Source: an optimization exercise on an open RTL-to-GDS flow (aim: a short achievable clock period). Production flows keep margins and buffers that such runs may drop.
The RTL was checked by simulation tests, not by an equivalence proof against the original design.
No activity file was given, so power comes from the tool's default toggle rates.

==> 08-03: inputs <==
==> flow/design.v (excerpt) <==
module icmp_echo_reply_parser (
    input  logic                                i_clk,
    input  logic                                i_rst_n,
    input  logic                                i_valid,
    output logic                                o_ready,
    input  icmp_pkg::t_in                       i_data,
    output logic                                o_valid,
    input  logic                                i_ready,
    output icmp_pkg::t_out                      o_data,
    input  logic                                i_cfg_we,
    input  logic [icmp_pkg::CFG_IDX_W-1:0]      i_cfg_idx,
    input  logic [icmp_pkg::CFG_DATA_W-1:0]     i_cfg_data
);
export LEC_CHECK = 0
export CAP_MARGIN = 20
export CORE_MARGIN = 2
export CORE_UTILIZATION = 60
export CTS_CLUSTER_DIAMETER = 100
export CTS_CLUSTER_SIZE = 25
export PLACE_DENSITY = 0.75
export SETUP_SLACK_MARGIN = 3.9
export SLEW_MARGIN = 20
export SYNTH_HIERARCHICAL = 1
export SYNTH_MINIMUM_KEEP_SIZE = 0
create_clock -name core_clock -period 6.0 [get_ports {i_clk}]
run.sh (not shown) runs the stock make flow with config.mk's settings and CLKGATE_MAP_FILE= SYNTH_SCRIPT=/design/flow/synth_recipe.tcl, a recipe that flattens the netlist after the stock synthesis.
==> inputs of 06-24, as changes to 08-03 <==
--- a/flow/design.v
+++ b/flow/design.v
@@ -20,18 +20,16 @@
     localparam logic [CNT_W-1:0] OFF_USEC_LO = CNT_W'(12);
     localparam logic [CNT_W-1:0] OFF_USEC_HI = CNT_W'(15);
     localparam logic [7:0]       PROTO_ICMP      = 8'd1;
     localparam logic [7:0]       ICMP_ECHO_REPLY = 8'd0;
     localparam logic [CNT_W-1:0] MIN_IP_LEN      = CNT_W'(20);
     localparam logic [CNT_W-1:0] ICMP_HDR_LEN    = CNT_W'(8);
     localparam logic [CNT_W-1:0] ICMP_ECHO_LEN   = CNT_W'(16);
     localparam logic [19:0]      USEC_PER_SEC    = 20'd1000000;
-    localparam int BLK_SEC  = 8;
-    localparam int BLK_USEC = 5;
     typedef enum logic [1:0] {
         KIND_DROP  = 2'd0,
         KIND_ECHO  = 2'd1,
         KIND_OTHER = 2'd2
     } t_kind;
     typedef struct packed {
         logic [7:0]         data_byte;
         logic               last_byte;
@@ -107,38 +105,33 @@
                 end else begin
                     o_bg[j] = c0;
                     o_bp[j] = c0 | pa;
                 end
             end
         end
     end
 endmodule
-module icmp_rtt #(
-    parameter int BS = 8,            
-    parameter int BU = 5,            
-    localparam int NS_ = 32 / BS,
-    localparam int NU_ = 20 / BU
-) (
-    input  logic [31:0]     i_s_s0,
-    input  logic [31:0]     i_s_s1,
-    input  logic [NS_-1:0]  i_s_bg,
-    input  logic [NS_-1:0]  i_s_bp,
-    input  logic [19:0]     i_d_s0,
-    input  logic [19:0]     i_d_s1,
-    input  logic [NU_-1:0]  i_d_bg,
-    input  logic [NU_-1:0]  i_d_bp,
-    input  logic [19:0]     i_e_s0,
-    input  logic [19:0]     i_e_s1,
-    input  logic [NU_-1:0]  i_e_bg,
-    input  logic [NU_-1:0]  i_e_bp,
-    input  logic            i_hb,
-    input  logic            i_nn,
-    output logic [31:0]     o_sec,
-    output logic [19:0]     o_usec
+module icmp_rtt (
+    input  logic [31:0] i_s_s0,
+    input  logic [31:0] i_s_s1,
+    input  logic [7:0]  i_s_bg,
+    input  logic [7:0]  i_s_bp,
+    input  logic [19:0] i_d_s0,
+    input  logic [19:0] i_d_s1,
+    input  logic [4:0]  i_d_bg,
+    input  logic [4:0]  i_d_bp,
+    input  logic [19:0] i_e_s0,
+    input  logic [19:0] i_e_s1,
+    input  logic [4:0]  i_e_bg,
+    input  logic [4:0]  i_e_bp,
+    input  logic        i_hb,
+    input  logic        i_nn,
+    output logic [31:0] o_sec,
+    output logic [19:0] o_usec
 );
     function automatic logic [63:0] icmp_prefix(input logic [31:0] p, input logic [31:0] g,
                                                  input int n);
         logic [31:0] gg, pp, g2, p2;
         gg = g;
         pp = p;
         for (int d = 1; d < n; d = d * 2) begin
             g2 = gg;
@@ -147,42 +140,42 @@
                 g2[i] = gg[i] | (pp[i] & gg[i-d]);
                 p2[i] = pp[i] & pp[i-d];
             end
             gg = g2;
             pp = p2;
         end
         icmp_prefix = {pp, gg};
     endfunction
-    logic [63:0]    s_pfx, d_pfx, e_pfx;
-    logic [NS_-1:0] s_gg, s_pp;
-    logic [NU_-1:0] d_gg, d_pp, e_gg;
-    logic           borrow;
-    logic [19:0]    d_sum, e_sum;
+    logic [63:0] s_pfx, d_pfx, e_pfx;
+    logic [7:0]  s_gg, s_pp;
+    logic [4:0]  d_gg, d_pp, e_gg;
+    logic        borrow;
+    logic [19:0] d_sum, e_sum;
     always_comb begin
-        s_pfx = icmp_prefix(32'(i_s_bp), 32'(i_s_bg), NS_);
-        d_pfx = icmp_prefix(32'(i_d_bp), 32'(i_d_bg), NU_);
-        e_pfx = icmp_prefix(32'(i_e_bp), 32'(i_e_bg), NU_);
-        s_gg  = s_pfx[NS_-1:0];
-        s_pp  = s_pfx[32 +: NS_];
-        d_gg  = d_pfx[NU_-1:0];
-        d_pp  = d_pfx[32 +: NU_];
-        e_gg  = e_pfx[NU_-1:0];
-        borrow = i_hb || (i_nn && !(d_gg[NU_-1] || d_pp[NU_-1]));
-        d_sum[BU-1:0] = i_d_s1[BU-1:0];
-        e_sum[BU-1:0] = i_e_s0[BU-1:0];
-        for (int j = 1; j < NU_; j++) begin
-            d_sum[BU*j +: BU] = (d_gg[j-1] || d_pp[j-1]) ? i_d_s1[BU*j +: BU] : i_d_s0[BU*j +: BU];
-            e_sum[BU*j +: BU] = e_gg[j-1] ? i_e_s1[BU*j +: BU] : i_e_s0[BU*j +: BU];
+        s_pfx = icmp_prefix({24'd0, i_s_bp}, {24'd0, i_s_bg}, 8);
+        d_pfx = icmp_prefix({27'd0, i_d_bp}, {27'd0, i_d_bg}, 5);
+        e_pfx = icmp_prefix({27'd0, i_e_bp}, {27'd0, i_e_bg}, 5);
+        s_gg  = s_pfx[7:0];
+        s_pp  = s_pfx[39:32];
+        d_gg  = d_pfx[4:0];
+        d_pp  = d_pfx[36:32];
+        e_gg  = e_pfx[4:0];
+        borrow = i_hb || (i_nn && !(d_gg[4] || d_pp[4]));
+        d_sum[3:0] = i_d_s1[3:0];
+        e_sum[3:0] = i_e_s0[3:0];
+        for (int j = 1; j < 5; j++) begin
+            d_sum[4*j +: 4] = (d_gg[j-1] || d_pp[j-1]) ? i_d_s1[4*j +: 4] : i_d_s0[4*j +: 4];
+            e_sum[4*j +: 4] = e_gg[j-1] ? i_e_s1[4*j +: 4] : i_e_s0[4*j +: 4];
         end
         o_usec = borrow ? e_sum : d_sum;
-        o_sec[BS-1:0] = borrow ? i_s_s0[BS-1:0] : i_s_s1[BS-1:0];
-        for (int j = 1; j < NS_; j++) begin
-            o_sec[BS*j +: BS] = (s_gg[j-1] || (s_pp[j-1] && !borrow)) ? i_s_s1[BS*j +: BS]
-                                                                      : i_s_s0[BS*j +: BS];
+        o_sec[3:0] = borrow ? i_s_s0[3:0] : i_s_s1[3:0];
+        for (int j = 1; j < 8; j++) begin
+            o_sec[4*j +: 4] = (s_gg[j-1] || (s_pp[j-1] && !borrow)) ? i_s_s1[4*j +: 4]
+                                                                    : i_s_s0[4*j +: 4];
         end
     end
 endmodule
 module icmp_rmux #(
     parameter int W = 8,
     parameter int N = 4
 ) (
     input  logic [N-1:0]   i_sel,
@@ -372,50 +365,50 @@
     logic [7:0]  su_top;
     logic        x_hb, x_nn;
     always_comb begin
         su_top = d_su[31:24];
         x_nn   = !su_top[7];
         x_hb   = x_nn && ((|su_top[6:0]) || (|a_su[23:20]));
     end
     logic [31:0] x_s_s0, x_s_s1;
-    logic [32/icmp_pkg::BLK_SEC-1:0] x_s_bg, x_s_bp;
+    logic [7:0]  x_s_bg, x_s_bp;
     logic [19:0] x_d_s0, x_d_s1, x_e_s0, x_e_s1;
-    logic [20/icmp_pkg::BLK_USEC-1:0] x_d_bg, x_d_bp, x_e_bg, x_e_bp;
-    icmp_blk_pre #(.W(32), .B(icmp_pkg::BLK_SEC)) u_pre_s (
+    logic [4:0]  x_d_bg, x_d_bp, x_e_bg, x_e_bp;
+    icmp_blk_pre #(.W(32)) u_pre_s (
         .i_a(i_data.recv_sec), .i_b(~a_ss),
         .o_s0(x_s_s0), .o_s1(x_s_s1), .o_bg(x_s_bg), .o_bp(x_s_bp)
     );
-    icmp_blk_pre #(.W(20), .B(icmp_pkg::BLK_USEC)) u_pre_d (
+    icmp_blk_pre #(.W(20)) u_pre_d (
         .i_a(i_data.recv_usec), .i_b(~a_su[19:0]),
         .o_s0(x_d_s0), .o_s1(x_d_s1), .o_bg(x_d_bg), .o_bp(x_d_bp)
     );
-    icmp_blk_pre #(.W(20), .B(icmp_pkg::BLK_USEC)) u_pre_e (
+    icmp_blk_pre #(.W(20)) u_pre_e (
         .i_a(i_data.recv_usec), .i_b(r_ey),
         .o_s0(x_e_s0), .o_s1(x_e_s1), .o_bg(x_e_bg), .o_bp(x_e_bp)
     );
     logic        s_keep [NS];
     logic [10:0] s_ilen [NS];
     logic [7:0]  s_type [NS];
     logic [7:0]  s_code [NS];
     logic [15:0] s_seq  [NS];
     logic [7:0]  s_ttl  [NS];
     logic        s_echo [NS];
     logic [31:0] s_s_s0 [NS];
     logic [31:0] s_s_s1 [NS];
-    logic [32/icmp_pkg::BLK_SEC-1:0] s_s_bg [NS];
-    logic [32/icmp_pkg::BLK_SEC-1:0] s_s_bp [NS];
+    logic [7:0]  s_s_bg [NS];
+    logic [7:0]  s_s_bp [NS];
     logic [19:0] s_d_s0 [NS];
     logic [19:0] s_d_s1 [NS];
-    logic [20/icmp_pkg::BLK_USEC-1:0] s_d_bg [NS];
-    logic [20/icmp_pkg::BLK_USEC-1:0] s_d_bp [NS];
+    logic [4:0]  s_d_bg [NS];
+    logic [4:0]  s_d_bp [NS];
     logic [19:0] s_e_s0 [NS];
     logic [19:0] s_e_s1 [NS];
-    logic [20/icmp_pkg::BLK_USEC-1:0] s_e_bg [NS];
-    logic [20/icmp_pkg::BLK_USEC-1:0] s_e_bp [NS];
+    logic [4:0]  s_e_bg [NS];
+    logic [4:0]  s_e_bp [NS];
     logic        s_hb   [NS];
     logic        s_nn   [NS];
     logic [31:0] rtt_sec  [NS];
     logic [19:0] rtt_usec [NS];
     for (genvar k = 0; k < NS; k++) begin : g_slot
         always_ff @(posedge i_clk) begin
             if (r_wp[k]) begin
                 s_ilen[k] <= r_ilen;
@@ -436,17 +429,17 @@
                 s_e_s0[k] <= x_e_s0;
                 s_e_s1[k] <= x_e_s1;
                 s_e_bg[k] <= x_e_bg;
                 s_e_bp[k] <= x_e_bp;
                 s_hb[k]   <= x_hb;
                 s_nn[k]   <= x_nn;
             end
         end
-        icmp_rtt #(.BS(icmp_pkg::BLK_SEC), .BU(icmp_pkg::BLK_USEC)) u_rtt (
+        icmp_rtt u_rtt (
             .i_s_s0 (s_s_s0[k]),
             .i_s_s1 (s_s_s1[k]),
             .i_s_bg (s_s_bg[k]),
             .i_s_bp (s_s_bp[k]),
             .i_d_s0 (s_d_s0[k]),
             .i_d_s1 (s_d_s1[k]),
             .i_d_bg (s_d_bg[k]),
             .i_d_bp (s_d_bp[k]),
CTS_CLUSTER_DIAMETER = not set   (was 100)
CTS_CLUSTER_SIZE = not set   (was 25)
==> qor summary <==
|  | 06-24 | 08-03 |
|---|---|---|
| Post-route core utilization | 0.7638 | 0.7492 |
| Clock network fraction of total power | 0.397 | 0.270 |
| Number of instances resized during post-cts repair | 869 | 984 |
| Die Span X | 287.3 um | 281.1 um |
| Area used by multi-input combinational logic | 0.01581 mm^2 | 0.01628 mm^2 |
| Pre-CTS setup slack | 2.243 ns | 2.157 ns |
| Run status | finished clean | finished clean |
| Number of search-and-repair iterations in the first detailed-routing pass | 5 | 6 |
| HPWL after detailed placement | 72.70 mm | 67.91 mm |
| Post-CTS setup repair buffer count | 88 | 97 |
| Final period util | 0.3990 | 0.3920 |
| Setup crit start | r_out[1]$_DFF_P_ | r_out[73]$_DFF_P_ |
| Buffer share of cell area | 0.06930 | 0.07672 |
| Wire length on met3 | 9.933 mm | 9.139 mm |
| Reg-to-reg critical path startpoint | s_d_bp[0][0]$_DFFE_PP_ | s_d_bg[0][0]$_DFFE_PP_ |
| Total placed cells including tap cells | 4,314 | 4,133 |
| Share of final-layout standard cells stronger than drive strength 1 | 0.3708 | 0.3831 |
| Global router's overall resource usage | 0.3030 | 0.2982 |

static timing again, ports no longer ideal:
How much do the figures lean on ideal ports? The routed layouts below were timed once more, with nothing changed but the port constraints. Step 1 assumes that a clkbuf_16 drives the clock port and a buf_2 every other input. Step 2, shift: input delay + t, output delay - t, t = (earliest + latest rising clock arrival at the registers) / 2. This alone moves slack from input paths to output paths. Three values: no drivers, after step 1, after step 2; two values: the first two.
run | t, ns | setup slack, ns | worst setup path after step 2 | worst register clock-pin slew, ns | cell pins on the clock port's net
08-03 | 0.716 | 3.648 / 3.577 / 2.983 | input to register | 0.11 / 0.11 | 1
06-24 | 0.760 | 3.606 / 3.537 / 3.108 | input to register | 0.07 / 0.07 | 1
After both steps setup and hold are still met in every run listed. For 08-03, which loses most, drivers alone change the setup slack by -0.071 ns; drivers and shift together by -0.665 ns.
